From an optimization exercise on the open Yosys and OpenROAD flow, aimed at small area, a short achievable clock period and few clock cycles; shortcuts taken in it are not production practice. Only simulation tests tie the RTL to the original design; equivalence was not proved. Power is estimated from default activity; no workload was simulated.

Setup of the reference run:
==> flow/design.v <==
package cfu_mac_pkg;
  typedef enum logic [2:0] {
    OP_NOP  = 3'd0,
    OP_MAC  = 3'd1,
    OP_MACU = 3'd2,
    OP_RDL  = 3'd3,
    OP_RDH  = 3'd4,
    OP_CLR  = 3'd5,
    OP_WR   = 3'd6,
    OP_RSVD = 3'd7
  } op_e;
  typedef enum logic [1:0] {
    StIdle,
    StBusy,
    StDone
  } state_e;
  localparam int unsigned CtrlOpLsb  = 0;
  localparam int unsigned CtrlOpW    = 3;
  localparam int unsigned CtrlIdxLsb = 3;
  localparam int unsigned CtrlIdxW   = 5;
endpackage
module cfu_mac_mul_iter (
  input  logic [63:0] ws_i,      
  input  logic [3:0]  one_i,     
  input  logic [3:0]  two_i,     
  input  logic [3:0]  neg_i,     
  input  logic        e4_i,      
  input  logic [1:0]  k_i,       
  output logic [4:0][63:0] row_o
);
  for (genvar j = 0; j < 4; j++) begin : g_row
    logic [63:0] m, lo_ok, hi_ok, top, cst, nin;
    always_comb begin
      for (int i = 0; i < 64; i++) begin
        m[i]     = (one_i[j] && (i >= 2 * j) && ws_i[(i >= 2 * j) ? i - 2 * j : 0]) ||
                   (two_i[j] && (i >= 2 * j + 1) && ws_i[(i >= 2 * j + 1) ? i - 2 * j - 1 : 0]);
        lo_ok[i] = (i >= 2 * j + 8 * k_i);
        hi_ok[i] = (i <= 2 * j + 8 * k_i + ((j == 0) ? 35 : 33));
        top[i]   = (i == 2 * j + 8 * k_i + ((j == 0) ? 35 : 33));
        cst[i]   = 1'b0;
        if (j == 0) begin
          cst[i] = (i == 8 * k_i + 36) || (i == 8 * k_i + 38) || (i >= 8 * k_i + 41);
        end
        nin[i]   = 1'b0;
        if (j != 0) nin[i] = (i == 2 * j - 2 + 8 * k_i) && neg_i[j-1];
      end
    end
    assign row_o[j] = (lo_ok & hi_ok & ({64{neg_i[j]}} ^ m ^ top)) | cst | nin;
  end
  logic [63:0] m4, lo4, hi4, top4, nin4;
  always_comb begin
    for (int i = 0; i < 64; i++) begin
      m4[i]   = e4_i && (i >= 8) && ws_i[(i >= 8) ? i - 8 : 0];
      lo4[i]  = (i >= 8 + 8 * k_i);
      hi4[i]  = (i <= 40 + 8 * k_i);
      top4[i] = (i == 40 + 8 * k_i);
      nin4[i] = (i == 6 + 8 * k_i) && neg_i[3];
    end
  end
  assign row_o[4] = (lo4 & hi4 & (m4 ^ top4)) | nin4;
endmodule
module cfu_mac #(
  parameter int unsigned XLEN    = 32,
  parameter int unsigned NUM_ACC = 4,
  parameter int unsigned MUL_BPC = 4,
  parameter int unsigned CTRL_W  = 8
) (
  input  logic              clk_i,
  input  logic              rst_ni,
  input  logic              stall_i,
  input  logic              valid_i,
  input  logic [CTRL_W-1:0] cfu_ctrl_i,
  input  logic [XLEN-1:0]   src1_i,
  input  logic [XLEN-1:0]   src2_i,
  output logic              stall_o,
  output logic [XLEN-1:0]   rslt_o
);
  logic [2:0]  op;
  logic [1:0]  idx;
  logic        is_mac, sgn, is_wr, is_clr, is_rdh;
  logic [31:0] a, b;
  assign op     = cfu_ctrl_i[2:0];
  assign idx    = cfu_ctrl_i[4:3];
  assign a      = src1_i;
  assign b      = src2_i;
  assign is_mac = (op == cfu_mac_pkg::OP_MAC) || (op == cfu_mac_pkg::OP_MACU);
  assign sgn    = (op == cfu_mac_pkg::OP_MAC);
  assign is_wr  = (op == cfu_mac_pkg::OP_WR);
  assign is_clr = (op == cfu_mac_pkg::OP_CLR);
  assign is_rdh = (op == cfu_mac_pkg::OP_RDH);
  logic [3:0] fits_a, fits_b, need;
  assign fits_a[0] = 1'b0;
  assign fits_b[0] = 1'b0;
  for (genvar c = 1; c < 4; c++) begin : g_fit
    assign fits_a[c] = sgn ? ((&a[31:c*8-1]) || !(|a[31:c*8-1])) : !(|a[31:c*8]);
    assign fits_b[c] = sgn ? ((&b[31:c*8-1]) || !(|b[31:c*8-1])) : !(|b[31:c*8]);
  end
  logic       use_a;   
  logic [1:0] k_q;     
  logic       more;    
  logic       ph_q;    
  logic       pl_q;    
  logic a8, b8, a16, b16;
  assign a8    = ((&a[15:8]) || !(|a[15:8])) && (sgn ? (a[8] == a[7]) : !a[8]);
  assign b8    = ((&b[15:8]) || !(|b[15:8])) && (sgn ? (b[8] == b[7]) : !b[8]);
  assign a16   = ((&a[23:16]) || !(|a[23:16])) && (sgn ? (a[16] == a[15]) : !a[16]);
  assign b16   = ((&b[23:16]) || !(|b[23:16])) && (sgn ? (b[16] == b[15]) : !b[16]);
  assign use_a = (a8 && !b8) || (!b8 && a16 && !b16);
  assign need = use_a ? ~fits_a : ~fits_b;
  always_comb begin
    case (k_q)
      2'd0:    more = need[1];
      2'd1:    more = need[2];
      2'd2:    more = need[3];
      default: more = 1'b0;
    endcase
  end
  logic [7:0] ach, bch;
  logic [3:0] one_a, two_a, neg_a, one_b, two_b, neg_b;
  logic [3:0] one, two, neg;
  logic       e4;
  assign ach = a[k_q*8 +: 8];
  assign bch = b[k_q*8 +: 8];
  function automatic logic [11:0] booth(input logic [7:0] c);
    logic [8:0]  x;
    logic [2:0]  t;
    logic [11:0] r;
    x = {c, 1'b0};
    for (int j = 0; j < 4; j++) begin
      t = x[2*j +: 3];
      r[j]     = t[1] ^ t[0];
      r[4 + j] = (t == 3'b100) || (t == 3'b011);
      r[8 + j] = t[2];
    end
    booth = r;
  endfunction
  assign {neg_a, two_a, one_a} = booth(ach);
  assign {neg_b, two_b, one_b} = booth(bch);
  logic dig_en;
  assign dig_en = is_mac && !(ph_q && pl_q);
  assign one = dig_en ? (use_a ? one_a : one_b) : 4'b0;
  assign two = dig_en ? (use_a ? two_a : two_b) : 4'b0;
  assign neg = dig_en ? (use_a ? neg_a : neg_b) : 4'b0;
  assign e4  = dig_en && (use_a ? ach[7] : bch[7]) && !(sgn && !more);
  logic [63:0] ws_a, ws_b, ws;
  assign ws_a = {{32{sgn && a[31]}}, a} << (8 * k_q);
  assign ws_b = {{32{sgn && b[31]}}, b} << (8 * k_q);
  assign ws   = use_a ? ws_b : ws_a;
  logic [4:0][63:0] row;
  cfu_mac_mul_iter u_mul (
    .ws_i  (ws),
    .one_i (one),
    .two_i (two),
    .neg_i (neg),
    .e4_i  (e4),
    .k_i   (k_q),
    .row_o (row)
  );
  logic [63:0]        acc_q [NUM_ACC];
  logic [NUM_ACC-1:0] z_q;
  logic [63:0]        acc_rd, xrow, sum;
  logic [63:0]        ps_q, pc_q;
  always_comb begin
    acc_rd = '0;
    for (int i = 0; i < NUM_ACC; i++) begin
      if (idx == 2'(i) && !z_q[i]) acc_rd = acc_rd | acc_q[i];
    end
  end
  assign sum  = ps_q + pc_q;
  assign xrow = ph_q ? sum : acc_rd;
  function automatic logic [127:0] csa(input logic [63:0] x, input logic [63:0] y,
                                       input logic [63:0] z);
    logic [63:0]  s, c;
    logic [127:0] r;
    s = x ^ y ^ z;
    c = ((x & y) | (x & z) | (y & z)) << 1;
    r = {c, s};
    csa = r;
  endfunction
  logic [63:0] s1, c1, s2, c2, s3, c3, s4, c4;
  assign {c1, s1} = csa(row[0], row[1], row[2]);
  assign {c2, s2} = csa(row[3], row[4], xrow);
  assign {c3, s3} = csa(s1, c1, s2);
  assign {c4, s4} = csa(s3, c3, c2);
  always_ff @(posedge clk_i) begin
    ps_q <= s4;
    pc_q <= c4;
  end
  logic done;
  assign done    = ph_q && pl_q;
  assign stall_o = is_mac && !done;
  always_comb begin
    if (ph_q) begin
      rslt_o = sum[31:0];
    end else if (op == cfu_mac_pkg::OP_RDL || is_clr) begin
      rslt_o = acc_rd[31:0];
    end else if (is_rdh) begin
      rslt_o = acc_rd[63:32];
    end else begin
      rslt_o = '0;
    end
  end
  logic        wr_any, clr_any;
  logic [63:0] wdata;
  assign wr_any  = valid_i && !stall_i && ((is_mac && done) || is_wr);
  assign clr_any = valid_i && !stall_i && is_clr;
  assign wdata   = ph_q ? sum : {b, a};
  for (genvar i = 0; i < NUM_ACC; i++) begin : g_acc
    always_ff @(posedge clk_i) begin
      if (wr_any && idx == 2'(i)) acc_q[i] <= wdata;
    end
    always_ff @(posedge clk_i or negedge rst_ni) begin
      if (!rst_ni) begin
        z_q[i] <= 1'b1;
      end else if (wr_any && idx == 2'(i)) begin
        z_q[i] <= 1'b0;
      end else if (clr_any && idx == 2'(i)) begin
        z_q[i] <= 1'b1;
      end
    end
  end
  always_ff @(posedge clk_i or negedge rst_ni) begin
    if (!rst_ni) begin
      ph_q <= 1'b0;
      pl_q <= 1'b0;
      k_q  <= '0;
    end else if (valid_i && is_mac && !done) begin
      ph_q <= 1'b1;
      pl_q <= !more;
      if (more) k_q <= k_q + 2'd1;
    end else if (!stall_i) begin
      ph_q <= 1'b0;
      pl_q <= 1'b0;
      k_q  <= '0;
    end
  end
endmodule
export LEC_CHECK = 0
export CAP_MARGIN = 20
export CORE_MARGIN = 2
export CORE_UTILIZATION = 40
export SETUP_SLACK_MARGIN = 4.5
export SLEW_MARGIN = 20
create_clock -name core_clock -period 10.0 [get_ports {clk_i}]
run.sh (not shown) runs the stock make flow with config.mk's settings and CLKGATE_MAP_FILE= SYNTH_SCRIPT=/design/flow/synth_recipe.tcl, a recipe that flattens the netlist after the stock synthesis.
The reference run was carried through to the last stage, and its layout satisfied the timing, design-rule and antenna checks.
Testbench counts of the reference run, summed over its fixed seeds: cycles 9,624.
Changes in the trial run relative to the reference run:
-- flow/design.v --
<<< the reference run, line 102
  logic       pl_q;    
  logic a8, b8, a16, b16;
  assign a8    = ((&a[15:8]) || !(|a[15:8])) && (sgn ? (a[8] == a[7]) : !a[8]);
  assign b8    = ((&b[15:8]) || !(|b[15:8])) && (sgn ? (b[8] == b[7]) : !b[8]);
  assign a16   = ((&a[23:16]) || !(|a[23:16])) && (sgn ? (a[16] == a[15]) : !a[16]);
  assign b16   = ((&b[23:16]) || !(|b[23:16])) && (sgn ? (b[16] == b[15]) : !b[16]);
  assign use_a = (a8 && !b8) || (!b8 && a16 && !b16);
  assign need = use_a ? ~fits_a : ~fits_b;
>>> the trial run, line 102
  logic       pl_q;    
  logic a8, b8, a16, b16;
  assign a8    = (&a[15:8]) || !(|a[15:8]);
  assign b8    = (&b[15:8]) || !(|b[15:8]);
  assign a16   = (&a[23:16]) || !(|a[23:16]);
  assign b16   = (&b[23:16]) || !(|b[23:16]);
  assign use_a = (a8 && !b8) || (!b8 && a16 && !b16);
  assign need = use_a ? ~fits_a : ~fits_b;
<<< the reference run, line 143
  assign neg = dig_en ? (use_a ? neg_a : neg_b) : 4'b0;
  assign e4  = dig_en && (use_a ? ach[7] : bch[7]) && !(sgn && !more);
  logic [63:0] ws_a, ws_b, ws;
  assign ws_a = {{32{sgn && a[31]}}, a} << (8 * k_q);
  assign ws_b = {{32{sgn && b[31]}}, b} << (8 * k_q);
  assign ws   = use_a ? ws_b : ws_a;
  logic [4:0][63:0] row;
  cfu_mac_mul_iter u_mul (
>>> the trial run, line 143
  assign neg = dig_en ? (use_a ? neg_a : neg_b) : 4'b0;
  assign e4  = dig_en && (use_a ? ach[7] : bch[7]) && !(sgn && !more);
  logic [31:0] wid;
  logic [63:0] ws;
  assign wid = use_a ? b : a;
  assign ws  = {{32{sgn && wid[31]}}, wid} << (8 * k_q);
  logic [4:0][63:0] row;
  cfu_mac_mul_iter u_mul (
<<< the reference run, line 160
  logic [NUM_ACC-1:0] z_q;
  logic [63:0]        acc_rd, xrow, sum;
  logic [63:0]        ps_q, pc_q;
  always_comb begin
    acc_rd = '0;
>>> the trial run, line 160
  logic [NUM_ACC-1:0] z_q;
  logic [63:0]        acc_rd, xrow, sum;
  logic [63:0]        pa_q, pb_q, pc_q;
  always_comb begin
    acc_rd = '0;
<<< the reference run, line 167
    end
  end
  assign sum  = ps_q + pc_q;
  assign xrow = ph_q ? sum : acc_rd;
  function automatic logic [127:0] csa(input logic [63:0] x, input logic [63:0] y,
                                       input logic [63:0] z);
>>> the trial run, line 167
    end
  end
  function automatic logic [127:0] csa(input logic [63:0] x, input logic [63:0] y,
                                       input logic [63:0] z);
<<< the reference run, line 178
    csa = r;
  endfunction
  logic [63:0] s1, c1, s2, c2, s3, c3, s4, c4;
  assign {c1, s1} = csa(row[0], row[1], row[2]);
  assign {c2, s2} = csa(row[3], row[4], xrow);
  assign {c3, s3} = csa(s1, c1, s2);
  assign {c4, s4} = csa(s3, c3, c2);
  always_ff @(posedge clk_i) begin
    ps_q <= s4;
    pc_q <= c4;
  end
  logic done;
  assign done    = ph_q && pl_q;
  assign stall_o = is_mac && !done;
  always_comb begin
    if (ph_q) begin
      rslt_o = sum[31:0];
    end else if (op == cfu_mac_pkg::OP_RDL || is_clr) begin
>>> the trial run, line 176
    csa = r;
  endfunction
  logic [63:0] s4, c4;
  assign {c4, s4} = csa(pa_q, pb_q, pc_q);
  assign sum  = s4 + c4;
  assign xrow = ph_q ? sum : (is_wr ? {b, a} : acc_rd);
  logic [63:0] s1, c1, s2, c2, s3, c3;
  assign {c1, s1} = csa(row[0], row[1], row[2]);
  assign {c2, s2} = csa(row[3], row[4], xrow);
  assign {c3, s3} = csa(s1, c1, s2);
  always_ff @(posedge clk_i) begin
    pa_q <= s3;
    pb_q <= c3;
    pc_q <= c2;
  end
  logic done, slow;
  assign slow    = is_mac || is_wr;
  assign done    = ph_q && pl_q;
  assign stall_o = slow && !done;
  always_comb begin
    if (ph_q && is_mac) begin
      rslt_o = sum[31:0];
    end else if (op == cfu_mac_pkg::OP_RDL || is_clr) begin
<<< the reference run, line 203
  logic        wr_any, clr_any;
  logic [63:0] wdata;
  assign wr_any  = valid_i && !stall_i && ((is_mac && done) || is_wr);
  assign clr_any = valid_i && !stall_i && is_clr;
  assign wdata   = ph_q ? sum : {b, a};
  for (genvar i = 0; i < NUM_ACC; i++) begin : g_acc
    always_ff @(posedge clk_i) begin
>>> the trial run, line 206
  logic        wr_any, clr_any;
  logic [63:0] wdata;
  assign wr_any  = valid_i && !stall_i && slow && done;
  assign clr_any = valid_i && !stall_i && is_clr;
  assign wdata   = sum;
  for (genvar i = 0; i < NUM_ACC; i++) begin : g_acc
    always_ff @(posedge clk_i) begin
<<< the reference run, line 225
      pl_q <= 1'b0;
      k_q  <= '0;
    end else if (valid_i && is_mac && !done) begin
      ph_q <= 1'b1;
      pl_q <= !more;
      if (more) k_q <= k_q + 2'd1;
    end else if (!stall_i) begin
      ph_q <= 1'b0;
>>> the trial run, line 228
      pl_q <= 1'b0;
      k_q  <= '0;
    end else if (valid_i && slow && !done) begin
      ph_q <= 1'b1;
      pl_q <= !(more && is_mac);
      if (more && is_mac) k_q <= k_q + 2'd1;
    end else if (!stall_i) begin
      ph_q <= 1'b0;
- The final layouts of the trial run and the reference run pass the timing, design-rule and antenna checks.
- The trial run vs the reference run, count of multi-input combinational gates went up by 48.
- When the final numbers for the trial run and the reference run were put side by side, the synthesis-to-finish area growth turned out to be greater in the trial run.
- The reference run reports its commonest non-fill, non-tap cell in the layout as edfxtp_1 while the trial run reports buf_4.
- On wire length after detailed routing: between the trial run and the reference run, it ends up lower for the reference run.
- When the trial run is set beside the reference run, its mean cell area of the mapped netlist turns out to be about 2% larger.
- The trial run: cell area after layout is 2.2% higher than what the reference run reported.
- Between the trial run and the reference run, combinational power share is lower for the reference run, the trial run comes in above that.
Testbench counts of the trial run, summed over its fixed seeds: cycles 9,696.

[port drivers added, routing unchanged]
In the flow no input, the clock included, has a driving cell. The finished layouts below were timed again as built, in two steps.
Step 1 assumes that a clkbuf_16 drives the clock port and a buf_2 every other input.
Step 2 times the ports against the registers' clock, not the clock port: input delays grow and output delays shrink by t, the midpoint of the rising clock arrivals with the driver on.
Three values: ideal, step 1, step 2; two values: the first two.
run	shift t [ns]	slack for setup (ns)	worst setup path after step 2
the reference run	0.661	3.223 / 3.241 / 2.580	input to register
the trial run	0.684	4.080 / 4.012 / 3.585	input to register
After both steps every run listed still meets setup and hold. The setup slack of the reference run, which loses most, moves by +0.018 ns with the drivers and by -0.643 ns with both steps.
